This is an optimization exercise on Yosys and OpenROAD, whose aim is small area, a short achievable clock period and few clock cycles per item, not a production implementation.
In this exercise RTL edits were held to simulation tests only and were not proved equivalent to the original.

===== config.mk =====
export PLATFORM = sky130hd
export DESIGN_NAME = gyro_angle_kalman_filter
export DESIGN_NICKNAME = gyro_angle_kalman_filter
export VERILOG_FILES = /design/flow/design.v
export SDC_FILE = /design/flow/constraint.sdc
export NUM_CORES = 4
export LEC_CHECK = 0
export CAP_MARGIN = 20
export CORE_MARGIN = 2
export CORE_UTILIZATION = 40
export SLEW_MARGIN = 20

===== constraint.sdc =====
create_clock -name core_clock -period 12.5 [get_ports {i_clk}]
set_input_delay 2.5000 -clock core_clock [delete_from_list [all_inputs] [get_ports {i_clk}]]
set_output_delay 2.5000 -clock core_clock [all_outputs]
set_load 0.01 [all_outputs]

===== design.v =====
package gakf_pkg;
    localparam int FRAC_BITS = 24;
    localparam logic signed [31:0] ANGLE_RESET   = 32'sd5898240;
    localparam logic [30:0]        ANGLE_NOISE_RESET = 31'd16777;
    localparam logic [30:0]        BIAS_NOISE_RESET  = 31'd50332;
    localparam logic [30:0]        MEAS_NOISE_RESET  = 31'd503316;
    localparam logic [1:0] REG_ANGLE_NOISE = 2'd0;
    localparam logic [1:0] REG_BIAS_NOISE  = 2'd1;
    localparam logic [1:0] REG_MEAS_NOISE  = 2'd2;
    localparam logic OP_PREDICT = 1'b0;
    localparam logic OP_UPDATE  = 1'b1;
    typedef struct packed {
        logic               opcode;
        logic signed [31:0] gyro_rate;
        logic [24:0]        time_step;
        logic signed [31:0] measured_angle;
    } t_in_word;
    typedef struct packed {
        logic signed [31:0] angle_estimate;
        logic signed [31:0] bias_estimate;
        logic               divide_fault;
    } t_out_word;
    function automatic logic [32:0] mag34(input logic signed [33:0] v);
        logic [33:0] t;
        t = v[33] ? 34'(-v) : 34'(v);
        mag34 = t[32:0];
    endfunction
    function automatic logic signed [31:0] sat32(input logic signed [44:0] v);
        logic signed [31:0] r;
        if (v > 45'sd2147483647)       r = 32'sh7FFFFFFF;
        else if (v < -45'sd2147483648) r = 32'sh80000000;
        else                           r = v[31:0];
        sat32 = r;
    endfunction
endpackage
module gyro_angle_kalman_filter (
    input  logic                 i_clk,
    input  logic                 i_rst_n,
    input  logic                 i_in_valid,
    output logic                 o_in_stall,
    input  logic [89:0]          i_in_word,
    output logic                 o_out_valid,
    input  logic                 i_out_stall,
    output logic [64:0]          o_out_word,
    input  logic                 i_cfg_valid,
    output logic                 o_cfg_ready,
    input  logic [1:0]           i_cfg_index,
    input  logic [30:0]          i_cfg_data
);
    typedef enum logic [2:0] {S_IDLE, S_DIV, S_DEND, S_MUL, S_ACC, S_OUT} t_state;
    typedef enum logic [2:0] {D_ANG, D_BIAS, D_AA, D_AB, D_BA, D_BB} t_dest;
    t_state r_state;
    logic signed [31:0] r_angle, r_bias, r_aa, r_ab, r_ba, r_bb;
    logic [30:0]        r_apn, r_bpn, r_mn;
    logic [24:0]        r_dt;
    logic signed [32:0] r_x;      
    logic signed [32:0] r_z;      
    logic signed [31:0] r_k0, r_k1;
    logic               r_fault;
    logic [55:0] r_dvd;
    logic [32:0] r_rem;
    logic [32:0] r_dmag;
    logic [31:0] r_q;
    logic        r_ovf;
    logic        r_dneg;
    logic        r_sneg;
    logic        r_dsel;
    logic [5:0]  r_cnt;
    logic [3:0]         r_pi;
    logic [65:0]        r_prod;
    logic               r_neg;
    logic signed [44:0] r_acc;
    logic      r_out_valid;
    gakf_pkg::t_out_word r_out_word;
    gakf_pkg::t_in_word w_in;
    assign w_in = i_in_word;
    logic in_acc;
    assign in_acc = i_in_valid && !o_in_stall;
    logic signed [33:0] w_a, w_b;
    logic w_sub, w_first, w_last;
    t_dest w_dest;
    always_comb begin
        w_a = 34'(signed'({1'b0, r_dt}));
        w_b = 34'(r_x);
        w_sub = 1'b0;
        w_first = 1'b1;
        w_last = 1'b1;
        w_dest = D_ANG;
        case (r_pi)
            4'd0: begin
                w_b = 34'(r_x);
            end
            4'd1: begin
                w_b = 34'(r_z); w_sub = 1'b1; w_last = 1'b0; w_dest = D_AA;
            end
            4'd2: begin
                w_a = 34'(signed'({1'b0, r_apn})); w_b = 34'(signed'({1'b0, r_dt}));
                w_first = 1'b0; w_dest = D_AA;
            end
            4'd3: begin
                w_b = 34'(r_bb); w_sub = 1'b1; w_dest = D_AB;
            end
            4'd4: begin
                w_b = 34'(r_bb); w_sub = 1'b1; w_dest = D_BA;
            end
            4'd5: begin
                w_a = 34'(signed'({1'b0, r_bpn})); w_b = 34'(signed'({1'b0, r_dt}));
                w_dest = D_BB;
            end
            4'd6: begin
                w_a = 34'(r_k0); w_b = 34'(r_x);
            end
            4'd7: begin
                w_a = 34'(r_k1); w_b = 34'(r_x); w_dest = D_BIAS;
            end
            4'd8: begin
                w_a = 34'(r_k1); w_b = 34'(r_aa); w_sub = 1'b1; w_dest = D_BA;
            end
            4'd9: begin
                w_a = 34'(r_k1); w_b = 34'(r_ab); w_sub = 1'b1; w_dest = D_BB;
            end
            4'd10: begin
                w_a = 34'(r_k0); w_b = 34'(r_aa); w_sub = 1'b1; w_dest = D_AA;
            end
            4'd11: begin
                w_a = 34'(r_k0); w_b = 34'(r_ab); w_sub = 1'b1; w_dest = D_AB;
            end
            default: begin
                w_a = '0; w_b = '0;
            end
        endcase
    end
    logic [41:0]        w_round;
    logic signed [44:0] w_term, w_base, w_sum;
    logic signed [31:0] w_sat;
    logic [65:0]        w_rsum;
    always_comb begin
        w_rsum  = r_prod + 66'd8388608;
        w_round = w_rsum[65:24];
        w_term  = r_neg ? -signed'({3'b000, w_round}) : signed'({3'b000, w_round});
        case (w_dest)
            D_ANG:   w_base = 45'(r_angle);
            D_BIAS:  w_base = 45'(r_bias);
            D_AA:    w_base = 45'(r_aa);
            D_AB:    w_base = 45'(r_ab);
            D_BA:    w_base = 45'(r_ba);
            D_BB:    w_base = 45'(r_bb);
            default: w_base = '0;
        endcase
        w_sum = (w_first ? w_base : r_acc) + w_term;
        w_sat = gakf_pkg::sat32(w_sum);
    end
    logic signed [33:0] w_s;
    assign w_s = 34'(r_aa) + 34'(signed'({1'b0, r_mn}));
    logic [33:0] w_rsh;
    logic        w_ge;
    assign w_rsh = {r_rem, r_dvd[55]};
    assign w_ge  = w_rsh >= {1'b0, r_dmag};
    logic signed [31:0] w_gain;
    always_comb begin
        if (r_ovf || r_q[31]) w_gain = r_dneg ? 32'sh80000000 : 32'sh7FFFFFFF;
        else                  w_gain = r_dneg ? -signed'(r_q) : signed'(r_q);
    end
    logic [32:0] w_mag_aa, w_mag_ba;
    assign w_mag_aa = gakf_pkg::mag34(34'(r_aa));
    assign w_mag_ba = gakf_pkg::mag34(34'(r_ba));
    always_ff @(posedge i_clk) begin
        if (!i_rst_n) begin
            r_state     <= S_IDLE;
            r_angle     <= gakf_pkg::ANGLE_RESET;
            r_bias      <= '0;
            r_aa        <= '0;
            r_ab        <= '0;
            r_ba        <= '0;
            r_bb        <= '0;
            r_apn       <= gakf_pkg::ANGLE_NOISE_RESET;
            r_bpn       <= gakf_pkg::BIAS_NOISE_RESET;
            r_mn        <= gakf_pkg::MEAS_NOISE_RESET;
            r_out_valid <= 1'b0;
            r_pi        <= '0;
            r_cnt       <= '0;
            r_dsel      <= 1'b0;
            r_fault     <= 1'b0;
        end else begin
            if (i_cfg_valid) begin
                case (i_cfg_index)
                    gakf_pkg::REG_ANGLE_NOISE: r_apn <= i_cfg_data;
                    gakf_pkg::REG_BIAS_NOISE:  r_bpn <= i_cfg_data;
                    gakf_pkg::REG_MEAS_NOISE:  r_mn  <= i_cfg_data;
                    default: ;
                endcase
            end
            if (r_out_valid && !i_out_stall && r_state != S_OUT) r_out_valid <= 1'b0;
            case (r_state)
                S_IDLE: begin
                    if (in_acc) begin
                        r_dt    <= w_in.time_step;
                        r_fault <= 1'b0;
                        r_pi    <= '0;
                        if (w_in.opcode == gakf_pkg::OP_PREDICT) begin
                            r_x     <= 33'(w_in.gyro_rate) - 33'(r_bias);
                            r_z     <= 33'(r_ba) + 33'(r_ab);
                            r_state <= S_MUL;
                        end else if (w_s == '0) begin
                            r_fault <= 1'b1;
                            r_state <= S_OUT;
                        end else begin
                            r_x     <= 33'(w_in.measured_angle) - 33'(r_angle);
                            r_dmag  <= gakf_pkg::mag34(w_s);
                            r_sneg  <= w_s[33];
                            r_dneg  <= r_aa[31] ^ w_s[33];
                            r_dvd   <= {w_mag_aa[31:0], 24'b0};
                            r_rem   <= '0;
                            r_q     <= '0;
                            r_ovf   <= 1'b0;
                            r_cnt   <= '0;
                            r_dsel  <= 1'b0;
                            r_state <= S_DIV;
                        end
                    end
                end
                S_DIV: begin
                    r_rem <= w_ge ? 33'(w_rsh - {1'b0, r_dmag}) : w_rsh[32:0];
                    r_q   <= {r_q[30:0], w_ge};
                    r_ovf <= r_ovf | r_q[31];
                    r_dvd <= {r_dvd[54:0], 1'b0};
                    r_cnt <= r_cnt + 6'd1;
                    if (r_cnt == 6'd55) r_state <= S_DEND;
                end
                S_DEND: begin
                    if (!r_dsel) begin
                        r_k0    <= w_gain;
                        r_dsel  <= 1'b1;
                        r_dneg  <= r_ba[31] ^ r_sneg;
                        r_dvd   <= {w_mag_ba[31:0], 24'b0};
                        r_rem   <= '0;
                        r_q     <= '0;
                        r_ovf   <= 1'b0;
                        r_cnt   <= '0;
                        r_state <= S_DIV;
                    end else begin
                        r_k1    <= w_gain;
                        r_pi    <= 4'd6;
                        r_state <= S_MUL;
                    end
                end
                S_MUL: begin
                    r_prod  <= {33'b0, gakf_pkg::mag34(w_a)} * {33'b0, gakf_pkg::mag34(w_b)};
                    r_neg   <= w_a[33] ^ w_b[33] ^ w_sub;
                    r_state <= S_ACC;
                end
                S_ACC: begin
                    r_acc <= w_sum;
                    if (w_last) begin
                        case (w_dest)
                            D_ANG:   r_angle <= w_sat;
                            D_BIAS:  r_bias  <= w_sat;
                            D_AA:    r_aa    <= w_sat;
                            D_AB:    r_ab    <= w_sat;
                            D_BA:    r_ba    <= w_sat;
                            D_BB:    r_bb    <= w_sat;
                            default: ;
                        endcase
                    end
                    r_pi <= r_pi + 4'd1;
                    if (r_pi == 4'd5 || r_pi == 4'd11) r_state <= S_OUT;
                    else                               r_state <= S_MUL;
                end
                S_OUT: begin
                    if (!r_out_valid || !i_out_stall) begin
                        r_out_word.angle_estimate <= r_angle;
                        r_out_word.bias_estimate  <= r_bias;
                        r_out_word.divide_fault   <= r_fault;
                        r_out_valid <= 1'b1;
                        r_state     <= S_IDLE;
                    end
                end
                default: r_state <= S_IDLE;
            endcase
        end
    end
    assign o_in_stall  = (r_state != S_IDLE);
    assign o_out_valid = r_out_valid;
    assign o_out_word  = r_out_word;
    assign o_cfg_ready = 1'b1;
endmodule

===== run.sh =====
#!/bin/bash
# synth_recipe.tcl (not shown) runs the flow's synth.tcl, then flattens the netlist and writes it again
# the make line also repeats each setting of config.mk as NAME=value (left out here)
make -C /OpenROAD-flow-scripts/flow DESIGN_CONFIG=/design/flow/config.mk WORK_HOME=/design/flow/orfs CLKGATE_MAP_FILE= SYNTH_SCRIPT=/design/flow/synth_recipe.tcl finish

==> impl_metrics.py <==
metrics = {
    "worst_setup_path": {
        "setup.worst_path.class": "reg -> reg",
        "cp_slowest_stage_delay_ps": 630,
        "cp_data_required_time_ps": 12990,
        "setup.worst_path.start_class": "flip-flop",
        "r2r_slack_ps": 460,
        "cp-startpoint": "r_pi[0]",
        "crit_slowest_cell": "sky130_fd_sc_hd__xnor2_2",
        "dominant_cell_type_by_count_on_the_critical_path": "sky130_fd_sc_hd__fa_1",
        "end_kind": "flip-flop",
        "worst_r2r_path_depth": 39,
        "worst-path-max-fanout": 16,
        "critical_path.reg2reg.endpoint": "r_prod[61]",
        "worst-endpoint-arrival_ps": 12530,
        "rr_startpoint": "r_pi[0]",
    },
    "timing": {
        "report.final.slew_viol_count": 0,
        "final_hold_vios": 0,
        "timing.hold.ws_ps": 458,
        "slew_headroom": 0.255,
        "least_margin_pin_slew_ps": 1120,
        "fin_setup_tns_ps": 0,
        "period_minus_slack_ps": 12040,
        "maxClockFrequency_ghz": 0.0831,
        "finalClockSkew_ps": 56.4,
        "endpoints_failing_setup": 0,
        "timing.final.crit_share": 0.963,
    },
    "synthesis": {
        "post_synth.cell_area_avg_sq_um": 8.91,
        "synth.ff_latch_count": 743,
        "synth_edf_count": 442,
        "synth_area_leaders": "sky130_fd_sc_hd__fa_1 (24%), sky130_fd_sc_hd__edfxtp_1 (17%), sky130_fd_sc_hd__dfxtp_1 (7.6%)",
        "synth_flop_cell": "sky130_fd_sc_hd__edfxtp_1",
        "synth_top_cell_by_area": "sky130_fd_sc_hd__fa_1",
        "ys.warnings.count": 1,
        "post_synth_top_area_share": 0.243,
        "synthCells": 8891,
        "synth.cell_area_sq_mm": 0.0792,
        "post-synth-top-count-cell": "sky130_fd_sc_hd__inv_1",
        "yosys-top-cells-count": "sky130_fd_sc_hd__inv_1 (1202), sky130_fd_sc_hd__nand2_1 (1072), sky130_fd_sc_hd__fa_1 (963), sky130_fd_sc_hd__nor2_1 (871), sky130_fd_sc_hd__a21oi_1 (590)",
        "ys_async_sr_fraction": 0,
        "number_of_distinct_library_cells_after_synthesis": 102,
        "synth.yosys.seq_area_share": 0.244,
    },
    "detailed_routing": {
        "drt-wirelength-per-cell_um": 24.6,
        "initialDrtViolationCount": 6843,
        "dr_total_vias": 67000,
        "detail_route.wirelength_um": 289000,
        "detail_route.vias_per_cell": 5.71,
        "antenna_left": 0,
        "detail_route.first_pass.iterations": 10,
        "drt_drc_violations_left": 0,
    },
    "run_status": {
        "run_status": "no timing/DRC/antenna violations",
    },
    "clock_network": {
        "clock-sinks": 743,
        "clkLatencyLatePin_ps": 740,
        "cts-hold-fix-buffers": 0,
        "cts-buffers-inserted": 87,
        "cts-root-to-sink-buffers": 3,
        "cts_tree": "built",
        "cell_at_the_root_of_the_clock_tree": "sky130_fd_sc_hd__clkbuf_16",
        "clkSlewWorstSetupHoldPaths_ps": 60,
        "ctsHtreeMaxLevel": 3,
    },
    "hold_path": {
        "worstHoldPathType": "reg -> reg",
        "min_path_cells": 2,
        "hold_path_end": "r_apn[10]",
        "hold_start": "r_apn[10]",
    },
    "floorplanning": {
        "placementRows": 163,
        "die_height_um": 449,
        "floorplan.die_area_sq_mm": 0.202,
        "core_region_area_sq_mm": 0.197,
        "io_pins": 196,
        "die_x_um": 449,
        "initial_core_util": 0.402,
    },
    "global_routing": {
        "global_route.usage.met1": 0.385,
        "grt_util_met2": 0.439,
        "grt_util_met3": 0.0614,
        "grt_overflow_total": 0,
        "grt_util_all_layers": 0.283,
        "grt_start_max_net_pins": 110,
        "first_pass_grt_wire_length_um": 434000,
        "antenna_found_initial": 6,
        "grt_pass1_vias": 66677,
        "global_route.peak_usage_layer": "met2",
    },
    "placement": {
        "gp_routability_congestion": 1.00,
        "place.detailed.instances": 11559,
        "detailedPlacementHpwl_um": 228000,
        "placement.io_buffers": 194,
    },
    "cells_and_area": {
        "nNetsFinal": 10582,
        "finish.cell_count_without_fillers": 11731,
        "final_layout_size_suffix_gt1_frac": 0.0679,
        "flow.area_growth_from_synthesis_pct": 11.8,
    },
    "job": {
        "max_cap_violations": 0,
    },
}
through the flow:
stage               setup WS [ps]  utilization  instance area (sq um)
global placement              329        0.433                  85300
detailed placement            199        0.433                  85300
finish                        460        0.450                  88600
floorplan                    1120            -                  79400
CTS                           161        0.448                  88300
global route                -70.4        0.450                  88600
worst max-delay path, delay by kind of cell, from the launching register on:
family                     cells  cell delay [ps]
adders and majority gates     10             4870
and+or+nand+nor               12             2970
AOI/OAI and AO/OA              7             1540
buffers and inverters          8             1230
xor gates and xnor gates       2              740
DFF                            1              440
area by class of cell:
cell class              count  area (sq um)
diodes                      4          10.0
clock buffers             121          2510
clock inverters            43           508
fillers                 19145        108000
inverters                1203          4520
multi-input cells        6511         54400
flip-flops and latches    743         19300
well taps                2640          3300
repair buffers            466          4040
routing by layer:
layer,vias to the layer above,part of all wire
met5,-,0.00064
met4,12,0.048
met3,562,0.095
met2,3280,0.44
met1,33421,0.41
li1,29725,-
cell families (layout without fill, tap and decap cells):
logic type                 Yosys count  in the layout  share of synthesized area
AOI/OAI and AO/OA                 1790           1790                      0.144
xor gates and xnor gates           521            521                     0.0576
adders and majority gates         1442           1442                      0.319
buffers and inverters             1669           1833                     0.0812
DFF                                743            743                      0.244
muxes                               23             23                    0.00292
other                                2             38                  0.0000948
and+or+nand+nor                   2701           2701                      0.152
sequential cells by signal, indices dropped and copies added, names as in the netlist, 6 cells and up:
register,count
r_aa,32
r_ab,32
r_acc,45
r_angle,32
r_apn,31
r_ba,32
r_bb,32
r_bias,32
r_bpn,31
r_cnt,6
r_dmag,33
r_dt,25
r_dvd,32
r_k0,32
r_k1,32
r_mn,31
r_out_word,65
r_prod,43
r_q,32
r_rem,33
r_x,33
r_z,33
placed cells by master (no fill, tap or decap), types with 23 or more instances in the layout:
cell                                 n
sky130_fd_sc_hd__edfxtp_1          442
sky130_fd_sc_hd__o21a_1             42
sky130_fd_sc_hd__nand3_1           148
sky130_fd_sc_hd__nand2b_1           63
sky130_fd_sc_hd__nor4_1             23
sky130_fd_sc_hd__o21ai_0           395
sky130_fd_sc_hd__dfxtp_1           299
sky130_fd_sc_hd__xnor2_2            27
sky130_fd_sc_hd__xnor2_1           262
sky130_fd_sc_hd__a21o_1            119
sky130_fd_sc_hd__a31oi_1            73
sky130_fd_sc_hd__conb_1             34
sky130_fd_sc_hd__or3_1              38
sky130_fd_sc_hd__buf_4             267
sky130_fd_sc_hd__nand3b_1           23
sky130_fd_sc_hd__nor2_1            863
sky130_fd_sc_hd__nor3_1             95
sky130_fd_sc_hd__a211oi_1           39
sky130_fd_sc_hd__o21bai_1           23
sky130_fd_sc_hd__a21oi_1           588
sky130_fd_sc_hd__and2_1             98
sky130_fd_sc_hd__nand2_1          1071
sky130_fd_sc_hd__o211ai_1           26
sky130_fd_sc_hd__o21ai_1            39
sky130_fd_sc_hd__and3_1             48
sky130_fd_sc_hd__nand4_1            46
sky130_fd_sc_hd__o31ai_1            45
sky130_fd_sc_hd__fa_1              963
sky130_fd_sc_hd__a222oi_1           70
sky130_fd_sc_hd__or2_2              23
sky130_fd_sc_hd__nor2b_1            42
sky130_fd_sc_hd__clkdlybuf4s50_1   192
sky130_fd_sc_hd__inv_1            1201
sky130_fd_sc_hd__clkbuf_16          93
sky130_fd_sc_hd__xor2_1            205
sky130_fd_sc_hd__a221oi_2           25
sky130_fd_sc_hd__ha_1              477
sky130_fd_sc_hd__a22oi_1           108
repair_timing:
action,CTS,global route
setup endpoints to repair,0,36
resized for setup,0,31
setup buffers,0,3
how the worst max path moves through the flow:
stage,endpoint,slack [ps]
2_1_floorplan,r_prod[61],1120
3_3_place_gp,r_prod[61],330
3_5_place_dp,r_prod[61],200
4_1_cts,r_prod[65],160
5_1_grt,r_prod[57],-70
6_report,r_prod[61],460
Testbench counts, summed over its fixed seeds: cycles 201,558, items 3,200.

==> port drivers added, routing unchanged <==
The flow's constraints put no driver on any port. The routed layout listed below was extracted and timed again, unchanged, in two steps. Step 1, drivers: a clkbuf_16 drives i_clk and a buf_2 each remaining input, both assumed. Step 2 also shifts input and output timing later by t, the mid clock arrival at the registers, as if the neighbouring blocks saw the same clock. Three values: ideal ports, drivers, drivers and shift; two values: the first two.
t (ns): 0.794
setup slack, ns: 0.460 / 0.460 / 0.460
hold WS [ns]: 0.458 / 0.458 / 0.458
cell pins on the clock port's net: 1
After both steps this run still meets setup and hold. For this run, drivers alone change the setup slack by 0.000 ns; drivers and shift together by 0.000 ns.
